Source: an optimization exercise on an open RTL-to-GDS flow (aim: small area and a short achievable clock period). Production flows keep margins and buffers that such runs may drop.
In this exercise RTL edits were held to simulation tests only and were not proved equivalent to the original.
Power figures rest on the tool's default switching activity, not on a simulated workload.

==> flow/design.v (excerpt) <==
module snoop_fifo_param #(
    parameter int unsigned WIDTH   = 64,
    parameter int unsigned DEPTH   = 48,
    parameter int unsigned KEY_W   = 16,
    parameter int unsigned KEY_LSB = 0,
    parameter int unsigned AW      = $clog2(DEPTH)
) (
    input  logic             clk,
    input  logic             rst,
    input  logic [WIDTH-1:0] wdata,
    input  logic             wvalid,
    output logic             wready,
    output logic [WIDTH-1:0] rdata,
    output logic             rvalid,
    input  logic             rready,
    input  logic [KEY_W-1:0] sdata,
    input  logic             svalid,
    output logic             sresp_valid,
    output logic             smatch,
    output logic [AW-1:0]    sage,
    output logic [AW:0]      shits,
    output logic [AW:0]      count
);
For scale: roughly 6100 cells after synthesis, about 3100 flip-flops, ~170 I/O pins.
clock: 140.0 ns
lec_check: 0
cap_margin: 20
core_margin: 2
core_utilization: 60
cts_cluster_diameter: 100
cts_cluster_size: 24
slew_margin: 20
synth_hierarchical: 1
run.sh (not shown) runs the stock make flow with config.mk's settings and CLKGATE_MAP_FILE= SYNTH_SCRIPT=/design/flow/synth_recipe.tcl, a recipe that flattens the netlist after the stock synthesis.
The baseline completed with no timing, DRC or antenna violations.
Rerun with:
==> flow/flow/run.sh (new file) <==
#!/bin/bash
# The standard layout (standard.sh: the ORFS flow and synthesis, unchanged steps),
# with two make settings that only change how hard the tools work:
#  - BUFFER_PORTS_ARGS: the port buffers are buf_2 cells rather than the default delay cells.
# make's full output goes to standard.log; ORFS keeps each step's own log under orfs/logs/.
set -euo pipefail
cd "$(dirname "$0")/.."
bash standard.sh SETUP_SLACK_MARGIN=109 "BUFFER_PORTS_ARGS=-buffer_cell sky130_fd_sc_hd__buf_2" finish > standard.log 2>&1
==> flow/standard.sh (new file) <==
#!/bin/bash
# synth_recipe.tcl (not shown) runs the flow's synth.tcl, then flattens the netlist and writes it again
# the make line also repeats each setting of config.mk as NAME=value (left out here)
make -C /OpenROAD-flow-scripts/flow DESIGN_CONFIG=/design/flow/config.mk WORK_HOME=/design/flow/orfs CLKGATE_MAP_FILE= SYNTH_SCRIPT=/design/flow/synth_recipe.tcl "${@:-finish}"
removed: flow/run.sh
After rerunning: The changed run completed without violations. Worst hold slack degrades by 5.1 ps. Non-clock buffer count is higher by 92. Power is higher by 0.59%. Final area is higher by 2.2%. Worst setup slack improves by 1800 ps.

---

== run A ==
snoop_fifo_param, a different RTL version from the one above (not shown whole).
For scale: roughly 0.12 mm2 of cells after synthesis.
==> flow/design.v (excerpt) <==
module snoop_fifo_param #(
    parameter int unsigned WIDTH   = 64,
    parameter int unsigned DEPTH   = 48,
    parameter int unsigned KEY_W   = 16,
    parameter int unsigned KEY_LSB = 0,
    parameter int unsigned AW      = $clog2(DEPTH)
) (
    input  logic             clk,
    input  logic             rst,
    input  logic [WIDTH-1:0] wdata,
    input  logic             wvalid,
    output logic             wready,
    output logic [WIDTH-1:0] rdata,
    output logic             rvalid,
    input  logic             rready,
    input  logic [KEY_W-1:0] sdata,
    input  logic             svalid,
    output logic             sresp_valid,
    output logic             smatch,
    output logic [AW-1:0]    sage,
    output logic [AW:0]      shits,
    output logic [AW:0]      count
);
clock: 140.0 ns
lec_check: 0
cap_margin: 20
core_margin: 2
core_utilization: 68
cts_cluster_diameter: 100
cts_cluster_size: 24
slew_margin: 20
synth_hierarchical: 1
tns_end_percent: 2
standard.sh (not shown) runs the stock make flow with config.mk's settings and CLKGATE_MAP_FILE= SYNTH_SCRIPT=/design/flow/synth_recipe.tcl, a recipe that flattens the netlist after the stock synthesis.
==> flow/flow/run.sh <==
#!/bin/bash
# The standard layout (standard.sh: the ORFS flow and synthesis, unchanged steps),
# with two make settings that only change how hard the tools work:
#  - SETUP_SLACK_MARGIN: repair_timing keeps improving the worst paths until their slack under
#    the design's own constraints is at least this much (the SDC and clock period are
#    unchanged); TNS_END_PERCENT in config.mk keeps it to the worst few endpoints;
#  - BUFFER_PORTS_ARGS: the port buffers are buf_2 cells rather than the default delay cells.
# make's full output goes to standard.log; ORFS keeps each step's own log under orfs/logs/.
set -euo pipefail
cd "$(dirname "$0")/.."
bash standard.sh SETUP_SLACK_MARGIN=110 "BUFFER_PORTS_ARGS=-buffer_cell sky130_fd_sc_hd__buf_2" finish > standard.log 2>&1
[inputs] run B vs run A
Settings: clearing TNS_END_PERCENT, which used to be 2.
==> flow/flow/run.sh <==
#!/bin/bash
# The standard layout (standard.sh: the ORFS flow and synthesis, unchanged steps), except
# that the port buffers are buf_2 cells rather than the default delay cells (BUFFER_PORTS_ARGS).
# make's full output goes to standard.log; ORFS keeps each step's own log under orfs/logs/.
set -euo pipefail
cd "$(dirname "$0")/.."
bash standard.sh "BUFFER_PORTS_ARGS=-buffer_cell sky130_fd_sc_hd__buf_2" finish > standard.log 2>&1
## What came out
From run A to run B the numbers moved as follows: final non-filler cell area moved down; worst-margin pin slew decreased by 160 ps relative to the old numbers; clock period minus worst slack increased by 1010 ps relative to the old numbers; number of global-route vias before repair went down 1,687.
Modified inputs, run C compared to run B
Settings: setting TNS_END_PERCENT to 5 for the first time; changing CORE_UTILIZATION from 68 to 60.
==> flow/flow/run.sh <==
#!/bin/bash
# The standard layout (standard.sh: the ORFS flow and synthesis, unchanged steps),
# with two make settings that only change how hard the tools work:
#  - SETUP_SLACK_MARGIN: repair_timing keeps improving the worst paths until their slack under
#    the design's own constraints is at least this much (the SDC and clock period are
#    unchanged); TNS_END_PERCENT in config.mk keeps it to the worst few endpoints;
#  - BUFFER_PORTS_ARGS: the port buffers are buf_2 cells rather than the default delay cells.
# make's full output goes to standard.log; ORFS keeps each step's own log under orfs/logs/.
set -euo pipefail
cd "$(dirname "$0")/.."
bash standard.sh SETUP_SLACK_MARGIN=110 "BUFFER_PORTS_ARGS=-buffer_cell sky130_fd_sc_hd__buf_2" finish > standard.log 2>&1
[summary]
- No run among run C and run B stopped early or left any final violation; all are clean.
- Share of the final layout cell area in sequential cells (lower): run C
- Routed length per placed instance is higher on run C
- Delta (run C minus run B): setup slack shows an increase of 1100 ps; global-route track usage on met1 shows a reduction of 3.9 points; total I/O pin count shows no meaningful change.
- Relative to run B, run C degrades internal power component.
- Lower count of antenna diodes in the layout was reported by run B, not run C.
- Side by side, met2 usage in global routing turned out lower in run C than in run B.
- Count of clock-buffer cells in the layout (run C vs. run B) decreases by a little under 10%
- Sort run C and run B by clock power desc -> top: run C
Input changes introduced in run D (baseline for comparison: run C):
Settings: CORE_UTILIZATION: 60 -> 68; TNS_END_PERCENT: 5 -> unset.
==> flow/run.sh (new file) <==
#!/bin/bash
# synth_recipe.tcl (not shown) runs the flow's synth.tcl, then flattens the netlist and writes it again
# the make line also repeats each setting of config.mk as NAME=value (left out here)
make -C /OpenROAD-flow-scripts/flow DESIGN_CONFIG=/design/flow/config.mk WORK_HOME=/design/flow/orfs CLKGATE_MAP_FILE= SYNTH_SCRIPT=/design/flow/synth_recipe.tcl finish
removed: flow/flow/run.sh
removed: flow/standard.sh
--- outcome ---
- [run D vs run C] count of non-CTS buffers in the layout: lower in run D
- Run D vs run C — via count normalized by instance count climbed by a few percent
- Between run C and run D, wire length of the first global-routing pass decreased.
- The run showing the greater aggregate routed wire length is run C.
- Run D vs run C on relative contribution of combinational cells to total power: run D is the lower one.
- [compare] base=run C new=run D: overall track demand over capacity in global routing climbed 1.7 points; design area lower; count of cells resized by post-cts repair shrank by 201.
- Max time the worst path needs with I/O delays and setup across run D and run C: run D

---

## v26
snoop_fifo_param, a different RTL version from the one above (not shown whole).
Size: ~6100 cells after synthesis, about 3100 flip-flops, roughly 170 I/O pins, ~120000 um^2 of cells after synthesis.
clock: 140.0 ns
lec_check: 0
cap_margin: 20
core_margin: 2
core_utilization: 60
cts_cluster_diameter: 100
cts_cluster_size: 26
slew_margin: 20
synth_hierarchical: 1
tns_end_percent: 5
==> flow/flow/run.sh <==
#!/bin/bash
# The standard layout (standard.sh: the ORFS flow and synthesis, unchanged steps),
# with two make settings that only change how hard the tools work:
#  - SETUP_SLACK_MARGIN: repair_timing keeps improving the worst paths until their slack under
#    the design's own constraints is at least this much (the SDC and clock period are
#    unchanged); TNS_END_PERCENT in config.mk keeps it to the worst few endpoints;
#  - BUFFER_PORTS_ARGS: the port buffers are buf_2 cells rather than the default delay cells.
# make's full output goes to standard.log; ORFS keeps each step's own log under orfs/logs/.
set -euo pipefail
cd "$(dirname "$0")/.."
bash standard.sh SETUP_SLACK_MARGIN=110 "BUFFER_PORTS_ARGS=-buffer_cell sky130_fd_sc_hd__buf_2" finish > standard.log 2>&1
Edits applied to the flow inputs when going from v26 to v11:
Settings: CORE_UTILIZATION now 68, was 60; CTS_CLUSTER_SIZE now 24, was 26; TNS_END_PERCENT no longer set, was 5.
==> flow/run.sh (new file) <==
#!/bin/bash
# synth_recipe.tcl (not shown) runs the flow's synth.tcl, then flattens the netlist and writes it again
# the make line also repeats each setting of config.mk as NAME=value (left out here)
make -C /OpenROAD-flow-scripts/flow DESIGN_CONFIG=/design/flow/config.mk WORK_HOME=/design/flow/orfs CLKGATE_MAP_FILE= SYNTH_SCRIPT=/design/flow/synth_recipe.tcl finish
removed: flow/flow/run.sh
removed: flow/standard.sh
## What came out
- Against v26, the final cell area of v11 is lower.
- Against v26, via count in v11 fell slightly.
- The minimum period implied by the final worst setup slack number comes out lower for v26 vs v11.
- Delta (v11 minus v26): endpoint arrival time on the critical path moved up, number of antenna diodes went up 13, area added between synthesis and finish down 1.3 points.

---

Starting RTL as in the previous note.
==> flow/config.mk <==
export PLATFORM = sky130hd
export DESIGN_NAME = snoop_fifo_param
export DESIGN_NICKNAME = snoop_fifo_param
export VERILOG_FILES = /design/flow/design.v
export SDC_FILE = /design/flow/constraint.sdc
export NUM_CORES = 4
export LEC_CHECK = 0
export CAP_MARGIN = 20
export CORE_MARGIN = 2
export CORE_UTILIZATION = 60
export CTS_CLUSTER_DIAMETER = 100
export CTS_CLUSTER_SIZE = 24
export SLEW_MARGIN = 20
export SYNTH_HIERARCHICAL = 1
export TNS_END_PERCENT = 5
==> flow/constraint.sdc <==
create_clock -name core_clock -period 140.0 [get_ports {clk}]
set_input_delay 28.0000 -clock core_clock [delete_from_list [all_inputs] [get_ports {clk}]]
set_output_delay 28.0000 -clock core_clock [all_outputs]
set_load 0.01 [all_outputs]
==> flow/flow/run.sh <==
#!/bin/bash
# The standard layout (standard.sh: the ORFS flow and synthesis, unchanged steps),
# with two make settings that only change how hard the tools work:
#  - SETUP_SLACK_MARGIN: repair_timing keeps improving the worst paths until their slack under
#    the design's own constraints is at least this much (the SDC and clock period are
#    unchanged); TNS_END_PERCENT in config.mk keeps it to the worst few endpoints;
#  - BUFFER_PORTS_ARGS: the port buffers are buf_2 cells rather than the default delay cells.
# make's full output goes to standard.log; ORFS keeps each step's own log under orfs/logs/.
set -euo pipefail
cd "$(dirname "$0")/.."
bash standard.sh SETUP_SLACK_MARGIN=110 "BUFFER_PORTS_ARGS=-buffer_cell sky130_fd_sc_hd__buf_2" finish > standard.log 2>&1
Rerun with:
Settings changed: CORE_UTILIZATION 60 to 68, TNS_END_PERCENT 5 to 2.
The new run completed without violations.
Area after synthesis is unchanged.
Combinational power decreases by about 2%.
Total power fell by 0.91%.
Global-route usage went up by 3.3 points.
Non-clock buffer count rises by 15.
Count of clock-buffer cells in the layout shrinks by 2.

---

Another version of the RTL of snoop_fifo_param (not shown whole).
Size: roughly 6,200 cells after synthesis, about 3,100 flip-flops.
Settings: LEC_CHECK=0, CAP_MARGIN=20, CORE_MARGIN=2, CORE_UTILIZATION=68, CTS_CLUSTER_DIAMETER=100, CTS_CLUSTER_SIZE=24, SLEW_MARGIN=20, SYNTH_HIERARCHICAL=1, TNS_END_PERCENT=2; clock period 140.0 ns.
Scripts as last shown in full above: flow/flow/run.sh
Edit:
==> flow/run.sh (new file) <==
#!/bin/bash
# synth_recipe.tcl (not shown) runs the flow's synth.tcl, then flattens the netlist and writes it again
# the make line also repeats each setting of config.mk as NAME=value (left out here)
make -C /OpenROAD-flow-scripts/flow DESIGN_CONFIG=/design/flow/config.mk WORK_HOME=/design/flow/orfs CLKGATE_MAP_FILE= SYNTH_SCRIPT=/design/flow/synth_recipe.tcl finish
- TNS_END_PERCENT: 2 -> default
removed: flow/flow/run.sh
removed: flow/standard.sh
What happened:
- global-route usage fell by 1.2 points
- design area fell by 0.68%
- die area does not change
- via count fell by 0.84%
- final cell count fell by 0.99%
- critical path depth rose by 5

[afterwards: timing with drivers on the ports]
Ports are ideal in the flow. The routed layouts listed here were re-timed in OpenROAD.
Step 1 sets driving cells, clkbuf_16 on the clock port and buf_2 on the other inputs (assumed; they add their load-dependent delay and slew).
Step 2 also shifts input and output timing later by t, the mid clock arrival at the registers, as if the neighbouring blocks saw the same clock.
Slacks: ideal / step 1 / step 2; pairs: ideal / step 1.
run	t (ns)	setup slack, ns	hold slack, ns	worst setup path after step 2	slew at the worst register clock pin (ns)
the first run of note 1	0.915	106.404 / 106.462 / 105.548	0.441 / 0.441 / 0.441	input to register	0.10 / 0.10
the second run of note 1	0.916	108.184 / 108.209 / 107.293	0.436 / 0.436 / 0.436	input to register	0.10 / 0.10
run A	0.919	108.770 / 108.771 / 107.851	0.440 / 0.440 / 0.440	input to register	0.10 / 0.10
run B	0.915	107.756 / 107.820 / 106.906	0.442 / 0.442 / 0.442	input to register	0.10 / 0.10
run C	0.922	108.859 / 108.818 / 107.896	0.434 / 0.434 / 0.434	input to register	0.11 / 0.11
run D	0.903	107.825 / 107.888 / 106.985	0.438 / 0.438 / 0.438	input to register	0.10 / 0.10
v26	0.906	109.010 / 108.999 / 108.155	0.447 / 0.447 / 0.447	input to register	0.11 / 0.11
v11	0.895	108.060 / 108.128 / 107.233	0.444 / 0.444 / 0.444	input to register	0.11 / 0.11
the first run of note 4	0.912	109.003 / 108.996 / 108.145	0.441 / 0.441 / 0.441	input to register	0.10 / 0.10
the second run of note 4	0.919	108.983 / 109.017 / 108.098	0.425 / 0.425 / 0.425	input to register	0.11 / 0.11
the first run of note 5	0.924	108.930 / 108.935 / 108.010	0.447 / 0.447 / 0.447	input to register	0.10 / 0.10
the second run of note 5	0.924	107.420 / 107.478 / 106.554	0.448 / 0.448 / 0.448	input to register	0.10 / 0.10
After both steps setup and hold are still met in every run listed. For run C, which loses most, drivers alone change the setup slack by -0.041 ns; drivers and shift together by -0.963 ns.
